Context: an optimization exercise on an open-source flow, tuned for a short achievable clock period and few clock cycles per item. The choices shown serve that exercise and are no tape-out recipe. Where RTL was checked, it was by simulation tests only, not by an equivalence proof against the original. The RTL of run 2 was laid out without a check of its function. No activity file was given, so power comes from the tool's default toggle rates.

==> flow/design.v <==
package csma_pkg;
  localparam int SUB_SLOTS_DEF = 90;
  localparam int KIND_W = 3;
  localparam int MED_W = 2;
  localparam int ADDR_W = 48;
  localparam int DRAW_W = 32;
  localparam int ACT_W = 4;
  localparam int MST_W = 3;
  localparam int CFG_IDX_W = 3;
  localparam int CFG_DATA_W = 16;
  localparam int TIME_W = 16;
  localparam int CW_W = 10;
  localparam int RETRY_W = 4;
  localparam int CW_FULL_W = 26;
  localparam int CW_TOP = 1021;
  localparam logic [KIND_W-1:0] K_TICK = 3'd0;
  localparam logic [KIND_W-1:0] K_FRAME = 3'd1;
  localparam logic [KIND_W-1:0] K_MEDIUM = 3'd2;
  localparam logic [KIND_W-1:0] K_RX_END = 3'd3;
  localparam logic [KIND_W-1:0] K_TX_DONE = 3'd4;
  localparam logic [MED_W-1:0] MED_IDLE = 2'd0;
  localparam logic [MED_W-1:0] MED_RECV = 2'd2;
  localparam logic [MST_W-1:0] M_IDLE = 3'd0;
  localparam logic [MST_W-1:0] M_DEFER = 3'd1;
  localparam logic [MST_W-1:0] M_DIFS = 3'd2;
  localparam logic [MST_W-1:0] M_BACKOFF = 3'd3;
  localparam logic [MST_W-1:0] M_TRANSMIT = 3'd4;
  localparam logic [MST_W-1:0] M_ACKWAIT = 3'd5;
  localparam logic [MST_W-1:0] M_RECEIVE = 3'd6;
  localparam logic [MST_W-1:0] M_SIFS = 3'd7;
  localparam logic [ACT_W-1:0] A_NONE = 4'd0;
  localparam logic [ACT_W-1:0] A_SEND_DATA = 4'd1;
  localparam logic [ACT_W-1:0] A_SEND_ACK = 4'd2;
  localparam logic [ACT_W-1:0] A_DELIVER = 4'd3;
  localparam logic [ACT_W-1:0] A_DROP_FCS = 4'd4;
  localparam logic [ACT_W-1:0] A_DROP_ADDR = 4'd5;
  localparam logic [ACT_W-1:0] A_TX_OK = 4'd6;
  localparam logic [ACT_W-1:0] A_TX_BCAST = 4'd7;
  localparam logic [ACT_W-1:0] A_GIVE_UP = 4'd8;
  localparam logic [ACT_W-1:0] A_RETRY = 4'd9;
  localparam logic [CFG_IDX_W-1:0] R_USE_ACK = 3'd0;
  localparam logic [CFG_IDX_W-1:0] R_DIFS = 3'd1;
  localparam logic [CFG_IDX_W-1:0] R_SIFS = 3'd2;
  localparam logic [CFG_IDX_W-1:0] R_ACK_TO = 3'd3;
  localparam logic [CFG_IDX_W-1:0] R_CW_MIN = 3'd4;
  localparam logic [CFG_IDX_W-1:0] R_CW_MAX = 3'd5;
  localparam logic [CFG_IDX_W-1:0] R_CW_MC = 3'd6;
  localparam logic [CFG_IDX_W-1:0] R_RETRY = 3'd7;
endpackage
module csma_ctrl #(
  parameter int SUB_SLOTS = csma_pkg::SUB_SLOTS_DEF
) (
  input  logic                             clk,
  input  logic                             rst,
  input  logic                             in_valid,
  output logic                             in_ready,
  input  logic [csma_pkg::KIND_W-1:0]      kind,
  input  logic [csma_pkg::MED_W-1:0]       medium_req,
  input  logic                             fcs_ok,
  input  logic                             for_us,
  input  logic                             frame_is_ack,
  input  logic                             dest_broadcast,
  input  logic                             dest_multicast,
  input  logic [csma_pkg::ADDR_W-1:0]      source_address,
  input  logic [csma_pkg::DRAW_W-1:0]      random_draw,
  output logic                             out_valid,
  input  logic                             out_ready,
  output logic [csma_pkg::ACT_W-1:0]       action,
  output logic [csma_pkg::MST_W-1:0]       mac_state,
  output logic [csma_pkg::ADDR_W-1:0]      ack_destination,
  output logic                             want_frame,
  input  logic                             cfg_valid,
  input  logic [csma_pkg::CFG_IDX_W-1:0]   cfg_index,
  input  logic [csma_pkg::CFG_DATA_W-1:0]  cfg_data,
  output logic                             ir_load,      
  output logic                             div_start,
  output logic                             div_fast,
  output logic                             div_kmc,      
  output logic [csma_pkg::RETRY_W-1:0]     div_krc,      
  output logic                             div_sel4,     
  output logic [csma_pkg::CW_W-1:0]        div_cw_min,
  output logic [csma_pkg::CW_W-1:0]        div_cw_max,
  output logic [csma_pkg::CW_W-1:0]        div_cw_mc,
  output logic [csma_pkg::DRAW_W-1:0]      div_draw,
  input  logic                             div_last,
  input  logic                             div_last_next,
  input  logic [$clog2(csma_pkg::CW_TOP * SUB_SLOTS + 2)-1:0] div_rem,
  input  logic                             div_rem_z,
  input  logic                             div_rem_1
);
  localparam int DW = $clog2(csma_pkg::CW_TOP * SUB_SLOTS + 2);
  localparam int TW = (DW > csma_pkg::TIME_W) ? DW : csma_pkg::TIME_W;
  localparam int EW = (SUB_SLOTS > 1) ? $clog2(SUB_SLOTS) : 1;
  localparam int WW = csma_pkg::ACT_W + csma_pkg::MST_W + csma_pkg::ADDR_W + 1;
  logic                  use_ack;
  logic [csma_pkg::TIME_W-1:0]     difs_ticks, sifs_ticks, ack_timeout_ticks;
  logic [csma_pkg::CW_W-1:0]       cw_min, cw_max, cw_multicast;
  logic [csma_pkg::RETRY_W-1:0]    retry_limit;
  always_ff @(posedge clk) begin
    if (rst) begin
      use_ack <= 1'b1;
      difs_ticks <= '0; sifs_ticks <= '0; ack_timeout_ticks <= '0;
      cw_min <= csma_pkg::CW_W'(31); cw_max <= csma_pkg::CW_W'(1023);
      cw_multicast <= csma_pkg::CW_W'(31); retry_limit <= csma_pkg::RETRY_W'(7);
    end else if (cfg_valid) begin
      unique case (cfg_index)
        csma_pkg::R_USE_ACK: use_ack <= cfg_data[0];
        csma_pkg::R_DIFS:    difs_ticks <= cfg_data;
        csma_pkg::R_SIFS:    sifs_ticks <= cfg_data;
        csma_pkg::R_ACK_TO:  ack_timeout_ticks <= cfg_data;
        csma_pkg::R_CW_MIN:  cw_min <= cfg_data[csma_pkg::CW_W-1:0];
        csma_pkg::R_CW_MAX:  cw_max <= cfg_data[csma_pkg::CW_W-1:0];
        csma_pkg::R_CW_MC:   cw_multicast <= cfg_data[csma_pkg::CW_W-1:0];
        csma_pkg::R_RETRY:   retry_limit <= cfg_data[csma_pkg::RETRY_W-1:0];
        default: ;
      endcase
    end
  end
  logic                  difs_z, difs_1, sifs_z, sifs_1, ato_z, ato_1;
  logic [15:0]           f4tab;          
  logic                  f4tab_mc;
  logic [15:0]           ttab;           
  logic                  ttab_mc;
  logic [15:0]           ftab;           
  logic                  ftab_mc;
  function automatic logic [csma_pkg::CW_W-1:0] cw_of(input logic [csma_pkg::CW_W-1:0] c_min,
                                                    input logic [csma_pkg::CW_W-1:0] c_max,
                                                    input int r);
    logic [csma_pkg::CW_FULL_W-1:0] full;
    logic [csma_pkg::CW_W-1:0] w;
    full = (csma_pkg::CW_FULL_W'(c_min) << r) | ((csma_pkg::CW_FULL_W'(1) << r) - csma_pkg::CW_FULL_W'(1));
    if (full > csma_pkg::CW_FULL_W'(c_max)) w = c_max;
    else w = full[csma_pkg::CW_W-1:0];
    if (w < csma_pkg::CW_W'(2)) w = csma_pkg::CW_W'(2);
    cw_of = w;
  endfunction
  always_ff @(posedge clk) begin
    difs_z <= (difs_ticks == '0); difs_1 <= (difs_ticks == csma_pkg::TIME_W'(1));
    sifs_z <= (sifs_ticks == '0); sifs_1 <= (sifs_ticks == csma_pkg::TIME_W'(1));
    ato_z <= (ack_timeout_ticks == '0); ato_1 <= (ack_timeout_ticks == csma_pkg::TIME_W'(1));
    for (int r = 0; r < 16; r++) f4tab[r] <= (cw_of(cw_min, cw_max, r) == csma_pkg::CW_W'(4));
    f4tab_mc <= (cw_multicast == csma_pkg::CW_W'(4));
    for (int r = 0; r < 16; r++)
      ttab[r] <= (cw_max <= csma_pkg::CW_W'(2)) || (r == 0 && cw_min <= csma_pkg::CW_W'(2)) ||
                 (r == 1 && cw_min == '0);
    ttab_mc <= (cw_multicast <= csma_pkg::CW_W'(2));
    for (int r = 0; r < 16; r++)
      ftab[r] <= (cw_of(cw_min, cw_max, r) == csma_pkg::CW_W'(3)) ||
                 (cw_of(cw_min, cw_max, r) == csma_pkg::CW_W'(4));
    ftab_mc <= (cw_multicast == csma_pkg::CW_W'(3)) || (cw_multicast == csma_pkg::CW_W'(4));
  end
  logic                  irv, in_ready_r, commit;
  logic                  i_kT, i_kF, i_kM, i_kR, i_kX;    
  logic                  i_free, i_recv;                  
  logic                  i_fcs, i_forus, i_isack, i_bc, i_mc;
  logic [csma_pkg::ADDR_W-1:0]     i_src;
  logic [csma_pkg::DRAW_W-1:0]     i_draw;
  assign in_ready = in_ready_r;
  assign ir_load = !irv || commit;
  always_ff @(posedge clk) begin
    if (ir_load) begin
      i_kT <= (kind == csma_pkg::K_TICK); i_kF <= (kind == csma_pkg::K_FRAME);
      i_kM <= (kind == csma_pkg::K_MEDIUM); i_kR <= (kind == csma_pkg::K_RX_END);
      i_kX <= (kind == csma_pkg::K_TX_DONE);
      i_free <= (medium_req == csma_pkg::MED_IDLE); i_recv <= (medium_req == csma_pkg::MED_RECV);
      i_fcs <= fcs_ok; i_forus <= for_us;
      i_isack <= frame_is_ack; i_bc <= dest_broadcast; i_mc <= dest_multicast;
      i_src <= source_address; i_draw <= random_draw;
    end
  end
  logic [7:0]            s1h;                 
  logic                  held, fbc, fmc;      
  logic                  bv;                  
  logic [DW-1:0]         bl;                  
  logic                  blz, bl1, pbl;       
  logic [TW-1:0]         tl;                  
  logic                  tz, t1, ptl;         
  logic                  td;                  
  logic [EW-1:0]         et;                  
  logic [csma_pkg::RETRY_W-1:0]    rc;
  logic                  rge;                 
  logic [csma_pkg::ADDR_W-1:0]     ack_addr;
  localparam logic [2:0] T_HOLD = 3'd0, T_DEC = 3'd1, T_ACK = 3'd2, T_SIFS = 3'd3,
                         T_DIFS = 3'd4, T_BL = 3'd5;
  localparam logic [1:0] B_HOLD = 2'd0, B_ZERO = 2'd1, B_REM = 2'd2, B_FRZ = 2'd3;
  localparam logic [1:0] E_HOLD = 2'd0, E_INC = 2'd1, E_ZERO = 2'd2;
  localparam logic [1:0] RC_HOLD = 2'd0, RC_ZERO = 2'd1, RC_INC = 2'd2;
  localparam logic [1:0] G_A = 2'd0, G_B = 2'd1, G_F = 2'd2;
  localparam int EVW = 40;
  function automatic logic [DW-1:0] ks_add(input logic [DW-1:0] a, input logic [DW-1:0] b);
    logic [DW-1:0] g, p, gg, pp, gn, pn;
    g = a & b;
    p = a ^ b;
    gg = g; pp = p;
    for (int d = 1; d < DW; d = d * 2) begin
      gn = gg; pn = pp;
      for (int i = d; i < DW; i++) begin
        gn[i] = gg[i] | (pp[i] & gg[i - d]);
        pn[i] = pp[i] & pp[i - d];
      end
      gg = gn; pp = pn;
    end
    ks_add = p ^ {gg[DW-2:0], 1'b0};
  endfunction
  function automatic logic [EVW-1:0] evalf(
    input logic [2:0] ms,
    input logic kT, kF, kM, kR, kX, free_m, recv_m,
    input logic e_fcs, e_forus, e_isack, e_bc, e_mc,
    input logic held, fbc, fmc, bv, td, rge, use_ack);
    logic [csma_pkg::MST_W-1:0] st;
    logic [csma_pkg::ACT_W-1:0] act;
    logic n_held, n_fbc, n_fmc, n_bv, aa_ld, sf, eb, gen, frame_new;
    logic [2:0] tl_sel;
    logic [1:0] bl_sel, et_sel, rc_op, gsel;
    st = ms; act = csma_pkg::A_NONE;
    n_held = held; n_fbc = fbc; n_fmc = fmc; n_bv = bv;
    tl_sel = T_HOLD; bl_sel = B_HOLD; et_sel = E_HOLD; rc_op = RC_HOLD;
    aa_ld = 1'b0; sf = 1'b0; eb = 1'b0; gen = 1'b0; gsel = G_A; frame_new = 1'b0;
    if (kF) begin
      if (!held) begin
        n_held = 1'b1; n_fbc = e_bc; n_fmc = e_mc;
        n_bv = 1'b0; bl_sel = B_ZERO; rc_op = RC_ZERO; frame_new = 1'b1;
        if (ms == csma_pkg::M_IDLE) sf = 1'b1;
      end
    end else begin
      case (ms)
        csma_pkg::M_DEFER: begin
          if (kM) begin
            if (free_m) sf = 1'b1;
            else if (recv_m) st = csma_pkg::M_RECEIVE;
          end
        end
        csma_pkg::M_DIFS: begin
          if (kT) begin
            tl_sel = T_DEC;
            if (td) eb = 1'b1;
          end else if (kM) begin
            if (recv_m) st = csma_pkg::M_RECEIVE;
            else if (!free_m) st = csma_pkg::M_DEFER;
          end
        end
        csma_pkg::M_BACKOFF: begin
          if (kT) begin
            et_sel = E_INC; tl_sel = T_DEC;
            if (td) begin
              n_bv = 1'b0; bl_sel = B_ZERO;
              st = csma_pkg::M_TRANSMIT; act = csma_pkg::A_SEND_DATA;
            end
          end else if (kM && !free_m) begin
            bl_sel = B_FRZ; et_sel = E_ZERO;
            st = recv_m ? csma_pkg::M_RECEIVE : csma_pkg::M_DEFER;
          end
        end
        csma_pkg::M_TRANSMIT: begin
          if (kX) begin
            if (fbc || !use_ack) begin
              n_held = 1'b0; n_fbc = 1'b0; n_fmc = 1'b0; n_bv = 1'b0;
              bl_sel = B_ZERO; rc_op = RC_ZERO;
              st = csma_pkg::M_IDLE; act = fbc ? csma_pkg::A_TX_BCAST : csma_pkg::A_TX_OK;
            end else begin
              tl_sel = T_ACK; st = csma_pkg::M_ACKWAIT;
            end
          end
        end
        csma_pkg::M_ACKWAIT: begin
          if (kR) begin
            if (e_fcs && e_forus && e_isack) begin
              n_held = 1'b0; n_fbc = 1'b0; n_fmc = 1'b0; n_bv = 1'b0;
              bl_sel = B_ZERO; rc_op = RC_ZERO;
              st = csma_pkg::M_IDLE; act = csma_pkg::A_TX_OK;
            end
          end else if (kT) begin
            tl_sel = T_DEC;
            if (td) begin
              st = csma_pkg::M_IDLE;
              if (rge) begin
                n_held = 1'b0; n_fbc = 1'b0; n_fmc = 1'b0; n_bv = 1'b0;
                bl_sel = B_ZERO; rc_op = RC_ZERO;
                act = csma_pkg::A_GIVE_UP;
              end else begin
                rc_op = RC_INC;
                gen = 1'b1; gsel = G_B; bl_sel = B_REM; n_bv = 1'b1;
                act = csma_pkg::A_RETRY;
              end
            end
          end
        end
        csma_pkg::M_RECEIVE: begin
          if (kR) begin
            st = csma_pkg::M_IDLE;
            if (!e_fcs) act = csma_pkg::A_DROP_FCS;
            else if (e_isack) act = csma_pkg::A_NONE;
            else if (e_bc) act = csma_pkg::A_DELIVER;
            else if (e_forus) begin
              act = csma_pkg::A_DELIVER;
              if (use_ack) begin
                aa_ld = 1'b1; tl_sel = T_SIFS; st = csma_pkg::M_SIFS;
              end
            end else act = csma_pkg::A_DROP_ADDR;
          end
        end
        csma_pkg::M_SIFS: begin
          if (kT) begin
            tl_sel = T_DEC;
            if (td) begin
              st = csma_pkg::M_IDLE; act = csma_pkg::A_SEND_ACK;
            end
          end
        end
        default: ;
      endcase
    end
    if (!sf && st == csma_pkg::M_IDLE) begin
      if (recv_m) st = csma_pkg::M_RECEIVE;
      else if (n_held) sf = 1'b1;
    end
    if (sf) begin
      if (!free_m) st = csma_pkg::M_DEFER;
      else if (use_ack) begin
        tl_sel = T_DIFS; st = csma_pkg::M_DIFS;
      end else eb = 1'b1;
    end
    if (eb) begin
      if (!n_bv) begin
        gen = 1'b1; gsel = frame_new ? G_F : G_A; bl_sel = B_REM; n_bv = 1'b1;
      end
      tl_sel = T_BL; et_sel = E_ZERO; st = csma_pkg::M_BACKOFF;
    end
    evalf = {st, act, n_held, n_fbc, n_fmc, n_bv, 8'(1) << st, 6'(1) << tl_sel, 4'(1) << bl_sel,
             3'(1) << et_sel, 3'(1) << rc_op, 3'(1) << gsel, aa_ld, gen};
  endfunction
  logic [csma_pkg::MST_W-1:0]      st;
  logic [csma_pkg::ACT_W-1:0]      act;
  logic                  n_held, n_fbc, n_fmc, n_bv;
  logic [7:0]            st_oh;
  logic [5:0]            tl_oh;
  logic [3:0]            bl_oh;
  logic [2:0]            et_oh, rc_oh, gs_oh;
  logic                  aa_ld, gen, send_ack;
  logic [EVW-1:0]        ev;
  always_comb begin
    ev = '0;
    for (int k = 0; k < 8; k++) begin
      if (s1h[k])
        ev = ev | evalf(3'(k), i_kT, i_kF, i_kM, i_kR, i_kX, i_free, i_recv,
                        i_fcs, i_forus, i_isack, i_bc, i_mc,
                        held, fbc, fmc, bv, td, rge, use_ack);
    end
    {st, act, n_held, n_fbc, n_fmc, n_bv, st_oh, tl_oh, bl_oh, et_oh, rc_oh, gs_oh, aa_ld, gen} = ev;
    send_ack = i_kT && s1h[csma_pkg::M_SIFS] && td;
  end
  logic                  k_mc, triv, tr_a, tr_b, tr_f, fast, fa_a, fa_b, fa_f;
  logic                  s4, s4_a, s4_b, s4_f;
  logic [csma_pkg::RETRY_W-1:0]    k_rc;
  always_comb begin
    tr_a = (fbc | fmc) ? ttab_mc : ttab[rc];
    tr_b = (fbc | fmc) ? ttab_mc : ttab[rc + csma_pkg::RETRY_W'(1)];
    tr_f = (i_bc | i_mc) ? ttab_mc : ttab[0];
    fa_a = (fbc | fmc) ? ftab_mc : ftab[rc];
    fa_b = (fbc | fmc) ? ftab_mc : ftab[rc + csma_pkg::RETRY_W'(1)];
    fa_f = (i_bc | i_mc) ? ftab_mc : ftab[0];
    s4_a = (fbc | fmc) ? f4tab_mc : f4tab[rc];
    s4_b = (fbc | fmc) ? f4tab_mc : f4tab[rc + csma_pkg::RETRY_W'(1)];
    s4_f = (i_bc | i_mc) ? f4tab_mc : f4tab[0];
    if (gs_oh[G_B]) begin
      k_mc = fbc | fmc; k_rc = rc + csma_pkg::RETRY_W'(1); triv = tr_b; fast = fa_b; s4 = s4_b;
    end else if (gs_oh[G_F]) begin
      k_mc = i_bc | i_mc; k_rc = '0; triv = tr_f; fast = fa_f; s4 = s4_f;
    end else begin
      k_mc = fbc | fmc; k_rc = rc; triv = tr_a; fast = fa_a; s4 = s4_a;
    end
  end
  logic [DW-1:0]         bl_n;
  logic                  blz_n, bl1_n, pbl_n;
  logic [TW-1:0]         tl_n;
  logic                  tz_n, t1_n, ptl_n;
  logic [7:0]            s1h_n;
  logic [EW-1:0]         et_n;
  logic [csma_pkg::RETRY_W-1:0]    rc_n;
  logic                  rge_n;
  always_comb begin
    bl_n = ({DW{bl_oh[B_FRZ]}} & ks_add(DW'(tl), DW'(et))) | ({DW{bl_oh[B_HOLD]}} & bl);
    blz_n = bl_oh[B_ZERO] | bl_oh[B_REM] | (bl_oh[B_FRZ] & tz & (et == '0)) | (bl_oh[B_HOLD] & blz);
    bl1_n = (bl_oh[B_FRZ] & ((tz & (et == EW'(1))) | (t1 & (et == '0)))) | (bl_oh[B_HOLD] & bl1);
    pbl_n = (bl_oh[B_REM] & !triv) | (bl_oh[B_FRZ] & ptl) | (bl_oh[B_HOLD] & pbl);
    tl_n = ({TW{tl_oh[T_DEC]}} & (tz ? tl : tl - TW'(1))) |
           ({TW{tl_oh[T_ACK]}} & TW'(ack_timeout_ticks)) |
           ({TW{tl_oh[T_SIFS]}} & TW'(sifs_ticks)) |
           ({TW{tl_oh[T_DIFS]}} & TW'(difs_ticks)) |
           ({TW{tl_oh[T_BL] & !bl_oh[B_REM]}} & TW'(bl)) |
           ({TW{tl_oh[T_HOLD]}} & tl);
    tz_n = (tl_oh[T_DEC] & td) | (tl_oh[T_ACK] & ato_z) | (tl_oh[T_SIFS] & sifs_z) |
           (tl_oh[T_DIFS] & difs_z) | (tl_oh[T_BL] & (bl_oh[B_REM] | blz)) | (tl_oh[T_HOLD] & tz);
    t1_n = (tl_oh[T_DEC] & (tl == TW'(2))) | (tl_oh[T_ACK] & ato_1) | (tl_oh[T_SIFS] & sifs_1) |
           (tl_oh[T_DIFS] & difs_1) | (tl_oh[T_BL] & !bl_oh[B_REM] & bl1) | (tl_oh[T_HOLD] & t1);
    ptl_n = (tl_oh[T_DEC] & ptl) | (tl_oh[T_BL] & (bl_oh[B_REM] ? !triv : pbl)) | (tl_oh[T_HOLD] & ptl);
    s1h_n = st_oh;
    et_n = ({EW{et_oh[E_INC]}} & ((et == EW'(SUB_SLOTS - 1)) ? '0 : et + EW'(1))) |
           ({EW{et_oh[E_HOLD]}} & et);
    rge_n = (rc_oh[RC_ZERO] & (retry_limit == '0)) |
            (rc_oh[RC_INC] & (rc + csma_pkg::RETRY_W'(1) >= retry_limit)) |
            (rc_oh[RC_HOLD] & (rc >= retry_limit));
    rc_n = ({csma_pkg::RETRY_W{rc_oh[RC_INC]}} & (rc + csma_pkg::RETRY_W'(1))) |
           ({csma_pkg::RETRY_W{rc_oh[RC_HOLD]}} & rc);
  end
  logic                  ov0, ov1;
  logic [WW-1:0]         w0, wh, w1, wn;
  logic                  pop;
  logic                  commit_r;
  assign commit = commit_r;
  assign pop = ov0 && out_ready;
  assign wn = {act, st, send_ack ? ack_addr : csma_pkg::ADDR_W'(0), (st == csma_pkg::M_IDLE) && !n_held};
  assign div_start = commit && gen && !triv;
  assign div_fast = fast;
  assign div_kmc = k_mc;
  assign div_krc = k_rc;
  assign div_sel4 = s4;
  assign div_cw_min = cw_min;
  assign div_cw_max = cw_max;
  assign div_cw_mc = cw_multicast;
  assign div_draw = i_draw;
  always_ff @(posedge clk) begin
    if (rst) begin
      s1h <= 8'd1; held <= 1'b0; fbc <= 1'b0; fmc <= 1'b0; bv <= 1'b0;
      bl <= '0; blz <= 1'b1; bl1 <= 1'b0; pbl <= 1'b0;
      tl <= '0; tz <= 1'b1; t1 <= 1'b0; ptl <= 1'b0; td <= 1'b1;
      et <= '0; rc <= '0; rge <= 1'b0; ack_addr <= '0;
    end else if (commit) begin
      s1h <= s1h_n; held <= n_held; fbc <= n_fbc; fmc <= n_fmc; bv <= n_bv;
      bl <= bl_n; blz <= blz_n; bl1 <= bl1_n; pbl <= pbl_n;
      tl <= tl_n; tz <= tz_n; t1 <= t1_n; ptl <= ptl_n; td <= tz_n | t1_n;
      et <= et_n; rc <= rc_n; rge <= rge_n;
      if (aa_ld) ack_addr <= i_src;
    end else begin
      rge <= (rc >= retry_limit);
    end
    if (!rst && !commit && div_last) begin
      if (pbl) begin
        bl <= div_rem; blz <= div_rem_z; bl1 <= div_rem_1; pbl <= 1'b0;
      end
      if (ptl) begin
        tl <= TW'(div_rem); tz <= div_rem_z; t1 <= div_rem_1; ptl <= 1'b0;
        td <= div_rem_z | div_rem_1;
      end
    end
  end
  logic irv_n, ov1_n, ptl_nx, stall_nx;
  always_comb begin
    irv_n = (in_valid && in_ready_r) || (irv && !commit);
    if (ov1) ov1_n = !pop;
    else ov1_n = commit && ov0 && !pop;
    ptl_nx = commit ? ptl_n : (div_last ? 1'b0 : ptl);
    stall_nx = div_last_next ||
               (ptl_nx && (commit ? s1h_n[csma_pkg::M_BACKOFF] : s1h[csma_pkg::M_BACKOFF]) &&
                (ir_load ? (kind == csma_pkg::K_TICK) : i_kT));
  end
  always_ff @(posedge clk) begin
    if (rst) begin
      irv <= 1'b0; ov0 <= 1'b0; ov1 <= 1'b0; in_ready_r <= 1'b1; commit_r <= 1'b0;
    end else begin
      irv <= irv_n;
      if (!ov0 || pop) ov0 <= ov1 || commit;
      ov1 <= ov1_n;
      commit_r <= irv_n && !ov1_n && !stall_nx;
      in_ready_r <= !irv_n || (!ov1_n && !div_last_next && !ptl_nx);
    end
  end
  always_ff @(posedge clk) begin
    w0 <= (!ov0 || pop) ? (ov1 ? w1 : wn) : wh;
    if (!ov1) w1 <= wn;
  end
  always_ff @(posedge clk) begin
    if (rst) wh <= '0;
    else if (!ov0 || pop) wh <= ov1 ? w1 : wn;
  end
  assign out_valid = ov0;
  assign {action, mac_state, ack_destination, want_frame} = w0;
endmodule
module csma_dp #(
  parameter int SUB_SLOTS = csma_pkg::SUB_SLOTS_DEF
) (
  input  logic                           clk,
  input  logic                           rst,
  input  logic                           start,
  input  logic                           fast,   
  input  logic                           kmc,      
  input  logic [csma_pkg::RETRY_W-1:0]   krc,      
  input  logic                           sel4,     
  input  logic [csma_pkg::CW_W-1:0]      cw_min,
  input  logic [csma_pkg::CW_W-1:0]      cw_max,
  input  logic [csma_pkg::CW_W-1:0]      cw_mc,
  input  logic [csma_pkg::DRAW_W-1:0]    draw,
  input  logic                           cap,       
  input  logic [csma_pkg::DRAW_W-1:0]    draw_in,   
  output logic                           last,
  output logic                           last_next,
  output logic [$clog2(csma_pkg::CW_TOP * SUB_SLOTS + 2)-1:0] rem,
  output logic                           rem_z,
  output logic                           rem_1
);
  localparam int DW = $clog2(csma_pkg::CW_TOP * SUB_SLOTS + 2);
  localparam int NNIB = csma_pkg::DRAW_W / 4;
  localparam int CNT_W = $clog2(csma_pkg::DRAW_W + 1);
  localparam int D1 = SUB_SLOTS + 1;           
  localparam int D2 = 2 * SUB_SLOTS + 1;       
  localparam int KW = $clog2(D2);              
  localparam int SW = KW + 3;                  
  function automatic int nib_res(input int d, input int i, input int n);
    longint p;
    p = 1;
    for (int k = 0; k < i; k++) p = (p * 16) % d;
    nib_res = int'((p * n) % d);
  endfunction
  function automatic logic [KW-1:0] nib_tab(input int d, input int i, input logic [3:0] n);
    logic [KW-1:0] t [0:15];
    for (int k = 0; k < 16; k++) t[k] = KW'(nib_res(d, i, k));
    nib_tab = t[n];
  endfunction
  function automatic logic [csma_pkg::CW_W-1:0] cw_clamp(input logic [csma_pkg::CW_FULL_W-1:0] full,
                                                      input logic [csma_pkg::CW_W-1:0] c_max);
    logic [csma_pkg::CW_W-1:0] w;
    if (full > csma_pkg::CW_FULL_W'(c_max)) w = c_max;
    else w = full[csma_pkg::CW_W-1:0];
    if (w < csma_pkg::CW_W'(2)) w = csma_pkg::CW_W'(2);
    cw_clamp = w;
  endfunction
  localparam logic [2:0] P_IDLE = 3'd0, P_A = 3'd1, P_B = 3'd2, P_D = 3'd3, P_IT = 3'd4,
                         P_K = 3'd5, P_F = 3'd6, P_R = 3'd7;
  logic [2:0]                    ph;
  logic                          kmc_r, sel4_r;
  logic [csma_pkg::RETRY_W-1:0]  krc_r;
  logic [csma_pkg::CW_W-1:0]     cw_r, cwmin_r, cwmax_r, cwmc_r;
  logic [csma_pkg::CW_FULL_W-1:0] full_r;
  logic [csma_pkg::DRAW_W-1:0]   q;
  logic [SW-1:0]                 c1a, c1b, c2a, c2b;    
  logic [DW-1:0]                 d_r, r, d_a, d_b, d_c;
  logic [CNT_W-1:0]              cnt;
  logic [8*KW-1:0] w1, w2;
  always_ff @(posedge clk) begin
    if (cap) begin
      for (int i = 0; i < NNIB; i++) begin
        w1[KW*i +: KW] <= nib_tab(D1, i, draw_in[4*i +: 4]);
        w2[KW*i +: KW] <= nib_tab(D2, i, draw_in[4*i +: 4]);
      end
    end
  end
  function automatic logic [2*SW-1:0] fa3(input logic [SW-1:0] x, input logic [SW-1:0] y,
                                          input logic [SW-1:0] z);
    fa3 = {x ^ y ^ z, ((x & y) | (x & z) | (y & z)) << 1};
  endfunction
  function automatic logic [2*SW-1:0] csa8to2(input logic [8*KW-1:0] v);
    logic [SW-1:0] x [0:7];
    logic [SW-1:0] a0, b0, a1, b1, a2, b2, a3, b3, a4, b4;
    for (int i = 0; i < 8; i++) x[i] = SW'(v[KW*i +: KW]);
    {a0, b0} = fa3(x[0], x[1], x[2]);
    {a1, b1} = fa3(x[3], x[4], x[5]);
    {a2, b2} = fa3(a0, b0, a1);
    {a3, b3} = fa3(b1, x[6], x[7]);
    {a4, b4} = fa3(a2, b2, a3);
    csa8to2 = fa3(a4, b4, b3);
  endfunction
  localparam int XW = SW + 1;                  
  function automatic logic [XW-1:0] ks_addx(input logic [XW-1:0] a, input logic [XW-1:0] b);
    logic [XW-1:0] g, p, gg, pp, gn, pn;
    g = a & b;
    p = a ^ b;
    gg = g; pp = p;
    for (int d = 1; d < XW; d = d * 2) begin
      gn = gg; pn = pp;
      for (int i = d; i < XW; i++) begin
        gn[i] = gg[i] | (pp[i] & gg[i - d]);
        pn[i] = pp[i] & pp[i - d];
      end
      gg = gn; pp = pn;
    end
    ks_addx = p ^ {gg[XW-2:0], 1'b0};
  endfunction
  function automatic logic [KW-1:0] red8cs(input logic [SW-1:0] a, input logic [SW-1:0] b,
                                           input int d);
    logic [XW-1:0] x, y, z, t;
    logic [KW-1:0] res;
    res = '0;
    for (int m = 0; m < 8; m++) begin
      x = XW'(a); y = XW'(b); z = XW'(-(m * d));
      t = ks_addx(x ^ y ^ z, ((x & y) | (x & z) | (y & z)) << 1);
      if (!t[XW-1]) res = t[KW-1:0];
    end
    red8cs = res;
  endfunction
  logic [DW:0]    trial;
  logic [DW-1:0]  r_next, r_fast;
  always_comb begin
    trial = {r, q[csma_pkg::DRAW_W-1]};
    if (trial >= {1'b0, d_r}) r_next = DW'(trial - {1'b0, d_r});
    else r_next = trial[DW-1:0];
    r_fast = sel4_r ? DW'(red8cs(c2a, c2b, D2)) : DW'(red8cs(c1a, c1b, D1));
    rem = r;
  end
  assign last_next = (ph == P_R) || (ph == P_IT && cnt == CNT_W'(1));
  assign rem_z = (r == '0);
  assign rem_1 = (r == DW'(1));
  always_ff @(posedge clk) begin
    if (rst) last <= 1'b0;
    else last <= last_next;
  end
  always_ff @(posedge clk) begin
    if (rst) ph <= P_IDLE;
    else begin
      unique case (ph)
        P_IDLE: if (start) ph <= fast ? P_R : P_K;
        P_R: ph <= P_F;
        P_K: ph <= P_A;
        P_A: ph <= P_B;
        P_B: ph <= P_D;
        P_D: ph <= P_IT;
        P_IT: if (cnt == CNT_W'(1)) ph <= P_F;
        P_F: ph <= P_IDLE;
        default: ph <= P_IDLE;
      endcase
    end
  end
  always_ff @(posedge clk) begin
    if (ph == P_IDLE) begin
      kmc_r <= kmc; krc_r <= krc; sel4_r <= sel4;
      cwmin_r <= cw_min; cwmax_r <= cw_max; cwmc_r <= cw_mc;
      q <= draw;
    end else if (ph == P_IT) begin
      q <= q << 1;
    end
    {c1a, c1b} <= csa8to2(w1);
    {c2a, c2b} <= csa8to2(w2);
    full_r <= (csma_pkg::CW_FULL_W'(cwmin_r) << krc_r) |
              ((csma_pkg::CW_FULL_W'(1) << krc_r) - csma_pkg::CW_FULL_W'(1));
    if (kmc_r) cw_r <= (cwmc_r < csma_pkg::CW_W'(2)) ? csma_pkg::CW_W'(2) : cwmc_r;
    else cw_r <= cw_clamp(full_r, cwmax_r);
    d_a <= DW'(cw_r) * DW'(SUB_SLOTS & ~7);
    d_c <= DW'(cw_r) * DW'(SUB_SLOTS & 7);
    d_b <= d_a + d_c - DW'(2 * SUB_SLOTS - 1);
    if (ph == P_D) begin
      r <= '0;
      cnt <= CNT_W'(csma_pkg::DRAW_W);
    end else if (ph == P_IT) begin
      r <= r_next;
      cnt <= cnt - CNT_W'(1);
    end else if (ph == P_R) begin
      r <= r_fast;
    end
  end
  assign d_r = d_b;
endmodule
module csma_ca_mac_controller #(
  parameter int SUB_SLOTS = csma_pkg::SUB_SLOTS_DEF
) (
  input  logic                             clk,
  input  logic                             rst,
  input  logic                             in_valid,
  output logic                             in_ready,
  input  logic [csma_pkg::KIND_W-1:0]      kind,
  input  logic [csma_pkg::MED_W-1:0]       medium_req,
  input  logic                             fcs_ok,
  input  logic                             for_us,
  input  logic                             frame_is_ack,
  input  logic                             dest_broadcast,
  input  logic                             dest_multicast,
  input  logic [csma_pkg::ADDR_W-1:0]      source_address,
  input  logic [csma_pkg::DRAW_W-1:0]      random_draw,
  output logic                             out_valid,
  input  logic                             out_ready,
  output logic [csma_pkg::ACT_W-1:0]       action,
  output logic [csma_pkg::MST_W-1:0]       mac_state,
  output logic [csma_pkg::ADDR_W-1:0]      ack_destination,
  output logic                             want_frame,
  input  logic                             cfg_valid,
  output logic                             cfg_ready,
  input  logic [csma_pkg::CFG_IDX_W-1:0]   cfg_index,
  input  logic [csma_pkg::CFG_DATA_W-1:0]  cfg_data
);
  localparam int DW = $clog2(csma_pkg::CW_TOP * SUB_SLOTS + 2);
  logic                          ir_load, div_start, div_fast;
  logic                          div_kmc, div_sel4;
  logic [csma_pkg::RETRY_W-1:0]  div_krc;
  logic [csma_pkg::CW_W-1:0]     div_cw_min, div_cw_max, div_cw_mc;
  logic [csma_pkg::DRAW_W-1:0]   div_draw;
  logic                          div_last, div_last_next;
  logic [DW-1:0]                 div_rem;
  logic                          div_rem_z, div_rem_1;
  assign cfg_ready = 1'b1;
  csma_ctrl #(.SUB_SLOTS(SUB_SLOTS)) u_ctrl (
    .clk             (clk),
    .rst             (rst),
    .in_valid        (in_valid),
    .in_ready        (in_ready),
    .kind            (kind),
    .medium_req      (medium_req),
    .fcs_ok          (fcs_ok),
    .for_us          (for_us),
    .frame_is_ack    (frame_is_ack),
    .dest_broadcast  (dest_broadcast),
    .dest_multicast  (dest_multicast),
    .source_address  (source_address),
    .random_draw     (random_draw),
    .out_valid       (out_valid),
    .out_ready       (out_ready),
    .action          (action),
    .mac_state       (mac_state),
    .ack_destination (ack_destination),
    .want_frame      (want_frame),
    .cfg_valid       (cfg_valid),
    .cfg_index       (cfg_index),
    .cfg_data        (cfg_data),
    .ir_load         (ir_load),
    .div_start       (div_start),
    .div_fast        (div_fast),
    .div_kmc         (div_kmc),
    .div_krc         (div_krc),
    .div_sel4        (div_sel4),
    .div_cw_min      (div_cw_min),
    .div_cw_max      (div_cw_max),
    .div_cw_mc       (div_cw_mc),
    .div_draw        (div_draw),
    .div_last        (div_last),
    .div_last_next   (div_last_next),
    .div_rem         (div_rem),
    .div_rem_z       (div_rem_z),
    .div_rem_1       (div_rem_1)
  );
  csma_dp #(.SUB_SLOTS(SUB_SLOTS)) u_dp (
    .clk       (clk),
    .rst       (rst),
    .start     (div_start),
    .fast      (div_fast),
    .kmc       (div_kmc),
    .krc       (div_krc),
    .sel4      (div_sel4),
    .cw_min    (div_cw_min),
    .cw_max    (div_cw_max),
    .cw_mc     (div_cw_mc),
    .draw      (div_draw),
    .cap       (ir_load),
    .draw_in   (random_draw),
    .last      (div_last),
    .last_next (div_last_next),
    .rem       (div_rem),
    .rem_z     (div_rem_z),
    .rem_1     (div_rem_1)
  );
endmodule
==> flow/flow/run.sh <==
#!/bin/bash
# Standard layout, with the timing repair aiming further below the clock period.
set -e
export SETUP_SLACK_MARGIN=8
bash standard.sh > standard_flow.log 2>&1
==> flow/standard.sh <==
#!/bin/bash
# synth_recipe.tcl (not shown) runs the flow's synth.tcl, then flattens the netlist and writes it again
# the make line also repeats each setting of config.mk as NAME=value (left out here)
make -C /OpenROAD-flow-scripts/flow DESIGN_CONFIG=/design/flow/config.mk WORK_HOME=/design/flow/orfs CLKGATE_MAP_FILE= SYNTH_SCRIPT=/design/flow/synth_recipe.tcl "${@:-finish}"
==> flow/config.mk <==
export PLATFORM = sky130hd
export DESIGN_NAME = csma_ca_mac_controller
export DESIGN_NICKNAME = csma_ca_mac_controller
export VERILOG_FILES = /design/flow/design.v
export SDC_FILE = /design/flow/constraint.sdc
export NUM_CORES = 4
export LEC_CHECK = 0
export ABC_CLOCK_PERIOD_IN_PS = 3000
export CAP_MARGIN = 20
export CORE_MARGIN = 2
export CORE_UTILIZATION = 40
export CTS_CLUSTER_DIAMETER = 100
export CTS_CLUSTER_SIZE = 25
export SLEW_MARGIN = 20
==> flow/constraint.sdc <==
create_clock -name core_clock -period 11.0 [get_ports {clk}]
set_input_delay 2.2000 -clock core_clock [delete_from_list [all_inputs] [get_ports {clk}]]
set_output_delay 2.2000 -clock core_clock [all_outputs]
set_load 0.01 [all_outputs]
==> flow_summary.ini, run 1 <==
[synthesis]
synthArstFlopShare_pct = 0
ys_ff_latch = 771
synth_area_sq_um = 41840
synth_compound_area_share_pct = 15.62
synthSimpleGateAreaFrac_pct = 14.93
synthTopCellsByArea = dfxtp_1 (26%), edfxtp_1 (16%), ha_1 (9.4%), fa_1 (4.8%), nand2_1 (4.2%)
synthAdderAreaFrac_pct = 14.14
ys.warnings.count = 20
yosysTopAreaCell = dfxtp_1
ys_seq_area_share_pct = 42.37
synthDistinctLibCells = 103
netlist.area_leader.share_pct = 25.93
syn_inst = 4329
synth_enable_flop_cells = 229
synth_xor_area_share_pct = 2.219
yosys_most_used_dff = dfxtp_1
synthMuxAreaShare_pct = 5.302
avgSynthCellArea_sq_um = 9.665
synth_top_family_by_area = compound AO/OA/AOI/OAI gates
synth_nets = 4856

[drt]
drc = 0
first_pass_iters = 8
ant_nets = 0
vias = 32320
drt-vias-per-instance = 5.462
drt_iter0_markers = 2616
routed_wl_um = 115500
wl_per_cell_um = 19.52

[sta]
tns_ns = 0
finalMaxSlewViolations = 0
relSlewSlack_pct = 30.79
fmax_ghz = 0.2995
hold_viol_final = 0
period_share_pct = 30.36
min_period_ns = 3.339
setup_viol = 0
finClkSkew_ns = 0.06654
rsz0062_at_grt = true
whs_ns = 0.3688
worst_slew_pin_slew_ns = 1.038

[global_routing]
antenna_found_initial = 1
track_usage_pct = 20.90
grt_max_degree = 138
overflow = 0
grt_pass1_wl_um = 179700
grt_pass1_vias = 31390

[worst_setup_path]
critPathCapture = want_frame
slowest_delay_ns = 0.37
rr_endpoint = u_dp.r[5]
crit_chain = buf_6
regToRegSetupSlack_ns = 7.73
crit_type = reg -> out
timing.rr.start = u_dp.c2a[2]
cp_max_fo = 1
worstPathArrival_ns = 1.14
rr_worst_depth = 13
cp_top_family = flip-flops
worst_setup_path_start_kind = flip-flop
cpMaxStageDelayCell = dfxtp_2
startpoint = u_ctrl.w0[0]
crit_cells = 1
worstPathRequired_ns = 8.80
end_kind = output port
crit_buf_inv = 1

[clock_tree]
clkTransAtPathRegs_ns = 0.10
cts-buffers-inserted = 44
cts.sinks = 771
cts_max_level = 2
cts_max_path_buffers = 3
cts-root-buf = clkbuf_16
cts_tree = built
worst_skew_pair.late_latency_ns = 0.68
ctsHoldBuffers = 0

[floorplan]
die_w_um = 327.4
io_pins = 173
num_rows = 118
die_h_um = 327.4
start_util_pct = 40.37
dieArea_sq_um = 107200
core_sq_um = 103600

[finish]
stdcell_area_sq_um = 49240
syn2layout_area_growth_pct = 17.68
layout_commonest_cell = dfxtp_1
fin_nets = 5030
final_cell_mix = dfxtp_1 (463), nand2_1 (458), inv_1 (359)
drive_gt1_share_pct = 17.61

[power_and_ir_drop]
total_power_mw = 14.28
ir_drop_mv = 0.2026
p_switching_mw = 6.179
power_density_nw_per_um2 = 290.0
p_sw_share_pct = 43.27
p_clk_share_pct = 13.2
power_frac_seq_pct = 27.0
comb_power_share_pct = 59.8
power.internal_mw = 8.102
leakagePower_nw = 20.04

[hold_path]
hold_path.class = reg -> reg

[run]
cap_violations = 0

[placement]
placed_cell_area_sq_um = 45270
gp_congestion = 0.9013
io_buffer_count = 171
dp_hpwl_um = 78470

[outcome]
status = timing/DRC/antenna clean
==> sequential cells by signal (all words and copies together), names as in the netlist, 12 cells and up <==
register	flops
u_ctrl.w0	56
u_ctrl.w1	56
u_ctrl.wh	56
u_ctrl.ack_addr	48
u_ctrl.i_src	48
u_dp.w2	47
u_dp.w1	35
u_dp.q	32
u_dp.full_r	26
u_ctrl.i_draw	20
u_ctrl.bl	17
u_ctrl.tl	17
u_dp.r	17
u_ctrl.ack_timeout_ticks	16
u_ctrl.difs_ticks	16
u_ctrl.sifs_ticks	16
u_dp.d_b	16
u_dp.d_a	14
u_ctrl.f4tab	12
u_ctrl.ftab	12
==> how the worst min path moves through the flow <==
stage                 from          end  slack (ns)  cells past startpoint
2_1_floorplan  u_dp.d_a[3]  u_dp.d_b[1]        0.33                      0
3_3_place_gp   u_dp.d_a[3]  u_dp.d_b[1]        0.35                      0
3_5_place_dp   u_dp.d_a[3]  u_dp.d_b[1]        0.35                      0
4_1_cts        u_dp.d_a[3]  u_dp.d_b[1]        0.37                      0
5_1_grt        u_dp.d_a[3]  u_dp.d_b[1]        0.37                      0
6_report       u_dp.d_a[3]  u_dp.d_b[1]        0.37                      0
==> what timing repair did <==
item / 4_1_cts / 5_1_grt
pin swaps: 85 / 43
hold endpoints to repair: 0 / 0
setup endpoints to repair: 447 / 137
gates cloned: 15 / 2
setup buffers: 75 / 41
resized for setup: 603 / 105
==> power groups by stage <==
stage | sequential (mW) | combinational (mW) | clock [mW]
after floorplan | 3.74 | 5.32 | 0
after global placement | 3.91 | 6.84 | 0
after detailed placement | 3.92 | 6.87 | 0
after CTS | 3.86 | 8.06 | 1.94
after global routing | 3.92 | 9.40 | 2.03
final | 3.86 | 8.54 | 1.88
==> cell usage after synthesis, drive strengths merged, types with 11 or more instances <==
library cell / n
a211o: 36
a211oi: 33
a21boi: 11
a21o: 34
a21oi: 305
a221o: 17
a221oi: 32
a222oi: 14
a22o: 56
a22oi: 22
a31oi: 29
and2: 27
and3: 17
buf: 49
clkbuf: 151
dfxtp: 542
edfxtp: 229
fa: 100
ha: 313
inv: 384
mux2: 111
mux2i: 51
mux4: 20
nand2: 466
nand2b: 55
nand3: 65
nand3b: 16
nand4: 37
nor2: 278
nor2b: 138
nor3: 72
nor3b: 16
nor4: 42
o211ai: 32
o21a: 20
o21ai: 186
o21bai: 14
o22ai: 23
o31ai: 21
or2: 20
or3: 14
xnor2: 73
xor2: 33
==> per-stage QoR <==
stage / utilization, % / setup WS, ns / instances
after detailed placement: 43.68 / 6.498 / 5704
after global routing: 47.51 / 7.608 / 5917
after CTS: 46.80 / 7.603 / 5873
after global placement: 43.66 / 6.590 / 5704
final: 47.51 / 7.661 / 5917
after floorplan: - / 7.679 / 4329
==> layout make-up <==
class,instances,area (sq um)
inverter,386,1486
clock inverter,16,289.0
multi-input combinational,2981,23550
antenna,1,2.502
sequential,771,17850
timing repair buffer,319,3164
tap,1380,1727
fill,9816,54410
clock buffer,63,1172
==> metal layers <==
layer,vias to the layer above,GRT usage (%),part of all wire [%]
met5,-,0,0
met2,896,35.13,47
li1,15560,-,-
met3,202,2.586,4.9
met1,15650,28.06,45
met4,0,6.342,3.0
==> cells by family (layout without fill, tap and decap cells) <==
family / count (synthesis) / in the layout
AO/OA/AOI/OAI: 978 / 981
XOR/XNOR: 106 / 106
adder cells (fa/ha/maj): 413 / 413
buffers and inverters: 586 / 784
flip-flops: 771 / 771
multiplexers: 182 / 182
other: 2 / 3
AND/OR/NAND/NOR: 1291 / 1297
Testbench counts, summed over its fixed seeds: cycles 16,197, events 16,000.
==> run 2: changes to the inputs <==
--- a/flow/design.v
+++ b/flow/design.v
@@ -579,10 +579,13 @@
                                            input int d);
-    logic [XW-1:0] x, y, z, t;
+    logic [XW-1:0] x, y, z;
+    logic [XW-1:0] t [0:8];
     logic [KW-1:0] res;
-    res = '0;
     for (int m = 0; m < 8; m++) begin
       x = XW'(a); y = XW'(b); z = XW'(-(m * d));
-      t = ks_addx(x ^ y ^ z, ((x & y) | (x & z) | (y & z)) << 1);
-      if (!t[XW-1]) res = t[KW-1:0];
+      t[m] = ks_addx(x ^ y ^ z, ((x & y) | (x & z) | (y & z)) << 1);
     end
+    t[8] = '1;   
+    res = '0;
+    for (int m = 0; m < 8; m++)
+      res = res | ({KW{!t[m][XW-1] && t[m + 1][XW-1]}} & t[m][KW-1:0]);
     red8cs = res;
==> flow_summary.ini, run 2 <==
[synthesis]
ys_ff_latch = 771
synth_area_sq_um = 41350
synthTopCellsByArea = dfxtp_1 (26%), edfxtp_1 (17%), ha_1 (9.5%), fa_1 (4.8%), nand2_1 (4.8%)
netlist.area_leader.share_pct = 26.24
syn_inst = 4313
ys.warnings.count = 22
yosys_most_used_dff = dfxtp_1
yosysMostFrequentCell = dfxtp_1
yosysTopAreaCell = dfxtp_1
ys_seq_area_share_pct = 42.87
synth_nets = 4839
synthArstFlopShare_pct = 0
synthDistinctLibCells = 97
synthTopCellsByCount = dfxtp_1 (542), nand2_1 (524), inv_1 (386)
synth_enable_flop_cells = 229
avgSynthCellArea_sq_um = 9.586

[finish]
drive_gt1_share_pct = 15.18
fin_nets = 4977
final_cell_mix = nand2_1 (513), dfxtp_1 (469), inv_1 (365)
layout.area.seq_sq_um = 17820
final_core_util_pct = 47.27
final_cells = 5850
syn2layout_area_growth_pct = 16.82
multiInputGateArea_sq_um = 22920
layout_commonest_cell = nand2_1
fill_cells = 9672
reg_top3 = u_ctrl.w0 x56, u_ctrl.w1 x56, u_ctrl.wh x56
stdcell_area_sq_um = 48300

[power_and_ir_drop]
ir_drop_mv = 0.2085
leakagePower_nw = 19.79
power_density_nw_per_um2 = 282.3
total_power_mw = 13.63

[clock_tree]
cts_max_path_buffers = 3
worst_skew_pair.late_latency_ns = 0.64
cts.sinks = 771
clkTransAtPathRegs_ns = 0.10
cts-buffers-inserted = 40
cts_tree = built
cts-root-buf = clkbuf_16
cts_max_level = 2
ctsHoldBuffers = 0

[drt]
drt-vias-per-instance = 5.410
first_pass_iters = 7
drt_iter0_markers = 2807
vias = 31650
wl_per_cell_um = 19.18
routed_wl_um = 112200
ant_nets = 0
drc = 0

[floorplan]
num_rows = 117
die_w_um = 325.5
core_sq_um = 102200
die_h_um = 325.5
start_util_pct = 40.46
dieArea_sq_um = 106000
io_pins = 173

[sta]
min_period_ns = 3.402
fin_ws_ns = 7.598
hold_viol_final = 0
worst_slew_pin_slew_ns = 1.003
fmax_ghz = 0.2939
whs_ns = 0.3956
finalMaxSlewViolations = 0
period_share_pct = 30.93
finClkSkew_ns = 0.03625
tns_ns = 0
relSlewSlack_pct = 33.14
setup_viol = 0
rsz0062_at_grt = true

[run]
cap_violations = 0

[global_routing]
grt_max_degree = 79
overflow = 0
track_usage_pct = 20.52
grt_pass1_vias = 30180
antenna_found_initial = 5
grt_pass1_wl_um = 175500

[worst_setup_path]
cpMaxStageDelayCell = fa_2
crit_type = reg -> reg
slowest_delay_ns = 0.42
cp_max_fo = 6
cpMostUsedCell = buf_4
worstPathArrival_ns = 3.97
crit_chain = inv_2 -> ha_4 -> ha_4 -> fa_2 -> a21o_1 -> a221o_1 -> buf_4 -> a2111oi_2 -> buf_4 -> buf_4 -> a31oi_1 -> a32o_1 -> nand4_1 -> a221o_1
worstPathRequired_ns = 11.57
end_kind = flip-flop
worst_setup_path_start_kind = flip-flop

[placement]
dp_slack_ns = 6.599
placed_cell_area_sq_um = 44940
io_buffer_count = 171
gp_congestion = 0.9183
place_inst = 5676
dp_hpwl_um = 77830

[outcome]
status = timing/DRC/antenna clean

[hold_path]
hold_path.class = reg -> reg
[run 2: final timing paths]
check               from  slack [ns]  cells after the start          end
min reg2reg  u_dp.d_a[3]        0.40                      0  u_dp.d_b[1]
max          u_dp.c1b[3]        7.60                     14    u_dp.r[7]
max reg2reg  u_dp.c1b[3]        7.60                     14    u_dp.r[7]
min          u_dp.d_a[3]        0.40                      0  u_dp.d_b[1]
[run 2: cell type report]
type / instances / share of cell area (%)
tap: 1368 / 3.544
antenna: 3 / 0.01554
multi-input combinational: 2951 / 47.46
clock inverter: 12 / 0.3912
sequential: 771 / 36.90
inverter: 389 / 3.077
clock buffer: 58 / 2.277
timing repair buffer: 298 / 6.344
[run 2: what timing repair did]
item	in CTS	in global routing
buffers inserted	51	40
endpoints found under the setup margin	368	173
resized for setup	555	101
cloned	7	3
pin swaps	45	71
[run 2: power by group]
part           internal [mW]  switching (mW)  total (mW)
logic                   3.50            4.55        8.04
registers               3.50           0.352        3.85
clock network          0.739           0.999        1.74
total                   7.74            5.90        13.6
[run 2: worst max-delay path, delay by kind of cell (launching register included)]
family                   cells  cell delay [ns]
AO/OA/AOI/OAI                6             1.38
adder cells (fa/ha/maj)      3             0.88
buffers and inverters        4             0.54
flip-flops                   1             0.35
AND/OR/NAND/NOR              1             0.19
[run 2: per-layer routing]
layer  vias up  global-route usage, %  routed length [um]
li1      15380                      -                   -
met4         2                  4.348                2121
met1     15290                  30.04               53450
met5         -                      0                  11
met2       843                  32.76               51090
met3       127                  2.098                5533
[run 2: cells by family (layout without fill, tap and decap cells)]
group	after synthesis	count (layout)	synth area share, %
xor+xnor	101	101	2.140
compound gates	957	958	15.22
buf+inv	594	757	5.483
mux	171	171	4.927
flops	771	771	42.87
fa+ha+maj	412	412	14.27
simple gates	1305	1307	15.08
other cells	2	5	0.01816
==> run 3: changes to the inputs <==
--- a/flow/design.v
+++ b/flow/design.v
@@ -526,5 +526,5 @@
   endfunction
-  localparam logic [2:0] P_IDLE = 3'd0, P_A = 3'd1, P_B = 3'd2, P_D = 3'd3, P_IT = 3'd4,
-                         P_K = 3'd5, P_F = 3'd6, P_R = 3'd7;
-  logic [2:0]                    ph;
+  localparam logic [3:0] P_IDLE = 4'd0, P_A = 4'd1, P_B = 4'd2, P_D = 4'd3, P_IT = 4'd4,
+                         P_K = 4'd5, P_F = 4'd6, P_R = 4'd7, P_S = 4'd8;
+  logic [3:0]                    ph;
   logic                          kmc_r, sel4_r;
@@ -535,2 +535,3 @@
   logic [SW-1:0]                 c1a, c1b, c2a, c2b;    
+  logic [SW:0]                   tm [0:7];              
   logic [DW-1:0]                 d_r, r, d_a, d_b, d_c;
@@ -577,16 +578,7 @@
   endfunction
-  function automatic logic [KW-1:0] red8cs(input logic [SW-1:0] a, input logic [SW-1:0] b,
-                                           input int d);
+  function automatic logic [XW-1:0] cand(input logic [SW-1:0] a, input logic [SW-1:0] b,
+                                         input int d, input int m);
     logic [XW-1:0] x, y, z;
-    logic [XW-1:0] t [0:8];
-    logic [KW-1:0] res;
-    for (int m = 0; m < 8; m++) begin
-      x = XW'(a); y = XW'(b); z = XW'(-(m * d));
-      t[m] = ks_addx(x ^ y ^ z, ((x & y) | (x & z) | (y & z)) << 1);
-    end
-    t[8] = '1;   
-    res = '0;
-    for (int m = 0; m < 8; m++)
-      res = res | ({KW{!t[m][XW-1] && t[m + 1][XW-1]}} & t[m][KW-1:0]);
-    red8cs = res;
+    x = XW'(a); y = XW'(b); z = XW'(-(m * d));
+    cand = ks_addx(x ^ y ^ z, ((x & y) | (x & z) | (y & z)) << 1);
   endfunction
@@ -598,6 +590,8 @@
     else r_next = trial[DW-1:0];
-    r_fast = sel4_r ? DW'(red8cs(c2a, c2b, D2)) : DW'(red8cs(c1a, c1b, D1));
+    r_fast = '0;
+    for (int m = 0; m < 8; m++)
+      if (!tm[m][XW-1]) r_fast = DW'(tm[m][KW-1:0]);
     rem = r;
   end
-  assign last_next = (ph == P_R) || (ph == P_IT && cnt == CNT_W'(1));
+  assign last_next = (ph == P_S) || (ph == P_IT && cnt == CNT_W'(1));
   assign rem_z = (r == '0);
@@ -613,3 +607,4 @@
         P_IDLE: if (start) ph <= fast ? P_R : P_K;
-        P_R: ph <= P_F;
+        P_R: ph <= P_S;
+        P_S: ph <= P_F;
         P_K: ph <= P_A;
@@ -632,2 +627,3 @@
     end
+    for (int m = 0; m < 8; m++) tm[m] <= sel4_r ? cand(c2a, c2b, D2, m) : cand(c1a, c1b, D1, m);
     {c1a, c1b} <= csa8to2(w1);
@@ -647,3 +643,3 @@
       cnt <= cnt - CNT_W'(1);
-    end else if (ph == P_R) begin
+    end else if (ph == P_S) begin
       r <= r_fast;
==> flow_summary.ini, run 3 <==
[synthesis]
synth_enable_flop_cells = 229
synthArstFlopShare_pct = 0
ys_ff_latch = 834
synthTopCellsByArea = dfxtp_1 (29%), edfxtp_1 (16%), ha_1 (9.1%), fa_1 (4.7%), nand2_1 (4.0%)
ys.warnings.count = 21
avgSynthCellArea_sq_um = 9.838
synth_area_sq_um = 42430
yosys_most_used_dff = dfxtp_1
syn_inst = 4313
yosysTopAreaCell = dfxtp_1
ys_seq_area_share_pct = 44.75
yosysMostFrequentCell = dfxtp_1
netlist.area_leader.share_pct = 28.54
synthDistinctLibCells = 98
synthTopCellsByCount = dfxtp_1 (605), nand2_1 (457), inv_1 (388)
synth_nets = 4835

[worst_setup_path]
cpMaxStageDelayCell = dfxtp_4
cp_top_family = flip-flops
worstPathRequired_ns = 8.80
end_kind = output port
crit_chain = buf_6
slowest_delay_ns = 0.37
cp_max_fo = 1
worst_setup_path_start_kind = flip-flop
worstPathArrival_ns = 1.14
crit_type = reg -> out
crit_buf_inv = 1

[placement]
gp_congestion = 0.9240
io_buffer_count = 171
dp_hpwl_um = 77720

[sta]
min_period_ns = 3.339
period_share_pct = 30.36
finClkSkew_ns = 0.02751
worst_slew_pin_slew_ns = 1.104
finalMaxSlewViolations = 0
relSlewSlack_pct = 26.43
rsz0062_at_grt = true
tns_ns = 0
setup_viol = 0
hold_viol_final = 0
fmax_ghz = 0.2995

[global_routing]
grt_pass1_vias = 30050
track_usage_pct = 19.74
grt_max_degree = 143
antenna_found_initial = 1
overflow = 0
grt_pass1_wl_um = 170700

[power_and_ir_drop]
power_density_nw_per_um2 = 251.6
leakagePower_nw = 20.09
total_power_mw = 12.10
ir_drop_mv = 0.1607

[drt]
ant_nets = 0
drc = 0
wl_per_cell_um = 18.82
first_pass_iters = 8
vias = 30780
routed_wl_um = 109400
drt-vias-per-instance = 5.296
drt_iter0_markers = 2460

[clock_tree]
cts-root-buf = clkbuf_16
cts_max_level = 2
cts_tree = built
worst_skew_pair.late_latency_ns = 0.65
cts_max_path_buffers = 3
cts-buffers-inserted = 43
ctsHoldBuffers = 0
clkTransAtPathRegs_ns = 0.10
cts.sinks = 834

[outcome]
status = timing/DRC/antenna clean

[finish]
largest_register = u_dp.tm
largest_reg_flops = 62
layout_commonest_cell = dfxtp_1
drive_gt1_share_pct = 11.76
syn2layout_area_growth_pct = 13.38
fin_nets = 4911
final_cell_mix = dfxtp_1 (541), nand2_1 (451), inv_1 (372)

[floorplan]
core_sq_um = 105300
io_pins = 173
die_w_um = 329.7
num_rows = 119
start_util_pct = 40.31
die_h_um = 329.7
dieArea_sq_um = 108700

[run]
cap_violations = 0

[hold_path]
hold_path.class = reg -> reg
-- run 3: kinds of logic after synthesis --
| logic type | count (synthesis) | share of synthesized area (%) |
|---|---|---|
| fa+ha+maj | 408 | 13.80 |
| other cells | 2 | 0.01770 |
| simple gates | 1144 | 12.79 |
| flops | 834 | 44.75 |
| xor+xnor | 136 | 2.807 |
| mux | 206 | 5.682 |
| compound gates | 986 | 14.71 |
| buf+inv | 597 | 5.435 |
-- run 3: layout make-up --
class                           instances  area (sq um)
Fill cell                            9918         57160
Multi-Input combinational cell       2885         21900
Sequential cell                       834         19070
Timing Repair Buffer                  233          2455
Tap cell                             1391          1740
Inverter                              392          1536
Clock buffer                           62          1179
Clock inverter                         15         221.5
Antenna cell                            1         2.502
-- run 3: routing by layer --
layer | global-route usage [%] | routed length, um | vias up
li1 | - | - | 15140
met1 | 27.17 | 50760 | 14880
met2 | 32.85 | 51070 | 648
met3 | 2.630 | 5050 | 117
met4 | 4.773 | 2505 | 0
met5 | 0 | 0 | -
-- run 3: worst paths after layout --
check                startpoint  slack [ns]  cells past startpoint                   to
setup / recovery  u_ctrl.w0[41]        7.66                      1  ack_destination[40]
hold / removal      u_dp.d_a[3]        0.36                      0          u_dp.d_b[1]
setup reg to reg    u_ctrl.i_kF        8.09                      9        u_ctrl.tl[11]
hold reg to reg     u_dp.d_a[3]        0.36                      0          u_dp.d_b[1]
-- run 3: power breakdown --
group / internal (mW) / switching [mW] / total, mW
Clock: 0.809 / 1.08 / 1.89
Sequential: 3.83 / 0.394 / 4.22
Combinational: 2.52 / 3.48 / 6.00
Total: 7.15 / 4.95 / 12.1
-- run 3: stage by stage --
step	cells	setup slack [ns]	instance area, sq um	utilization, %	hold WS, ns
2_1_floorplan	4313	7.461	43380	-	0.3308
3_3_place_gp	5694	6.444	45840	43.55	0.3419
3_5_place_dp	5695	6.391	45850	43.55	0.3420
4_1_cts	5788	7.621	47730	45.35	0.3584
5_1_grt	5813	7.612	48110	45.70	0.3631
6_report	5813	7.661	48110	45.70	0.3557
-- run 3: timing repair --
action,in CTS,in global routing
gates cloned,6,2
setup buffers,10,22
endpoints found under the setup margin,347,191
gates resized for setup,439,66
pin swaps,5,15
Testbench counts of run 3, summed over its fixed seeds: cycles 16,269, events 16,000.

## afterwards: timing with drivers on the ports
Ports are ideal in the flow. The routed layouts listed here were re-timed in OpenROAD.
Step 1: set_driving_cell puts a clkbuf_16 on clk and a buf_2 on each other input, an assumption about the parent block.
Step 2 also shifts input and output timing later by t, the mid clock arrival at the registers, as if the neighbouring blocks saw the same clock.
a / b / c = ideal ports / drivers / drivers and shift; a / b = the first two.
run | shift t [ns] | setup slack, ns | worst slew at a driven data input, ns
run 1 | 0.724 | 7.661 / 7.583 / 7.172 | 0.23
run 2 | 0.691 | 7.598 / 7.598 / 7.251 | 0.14
run 3 | 0.701 | 7.661 / 7.596 / 7.277 | 0.20
After both steps setup and hold are still met in every run listed. For run 1, which loses most, drivers alone change the setup slack by -0.078 ns; drivers and shift together by -0.489 ns.
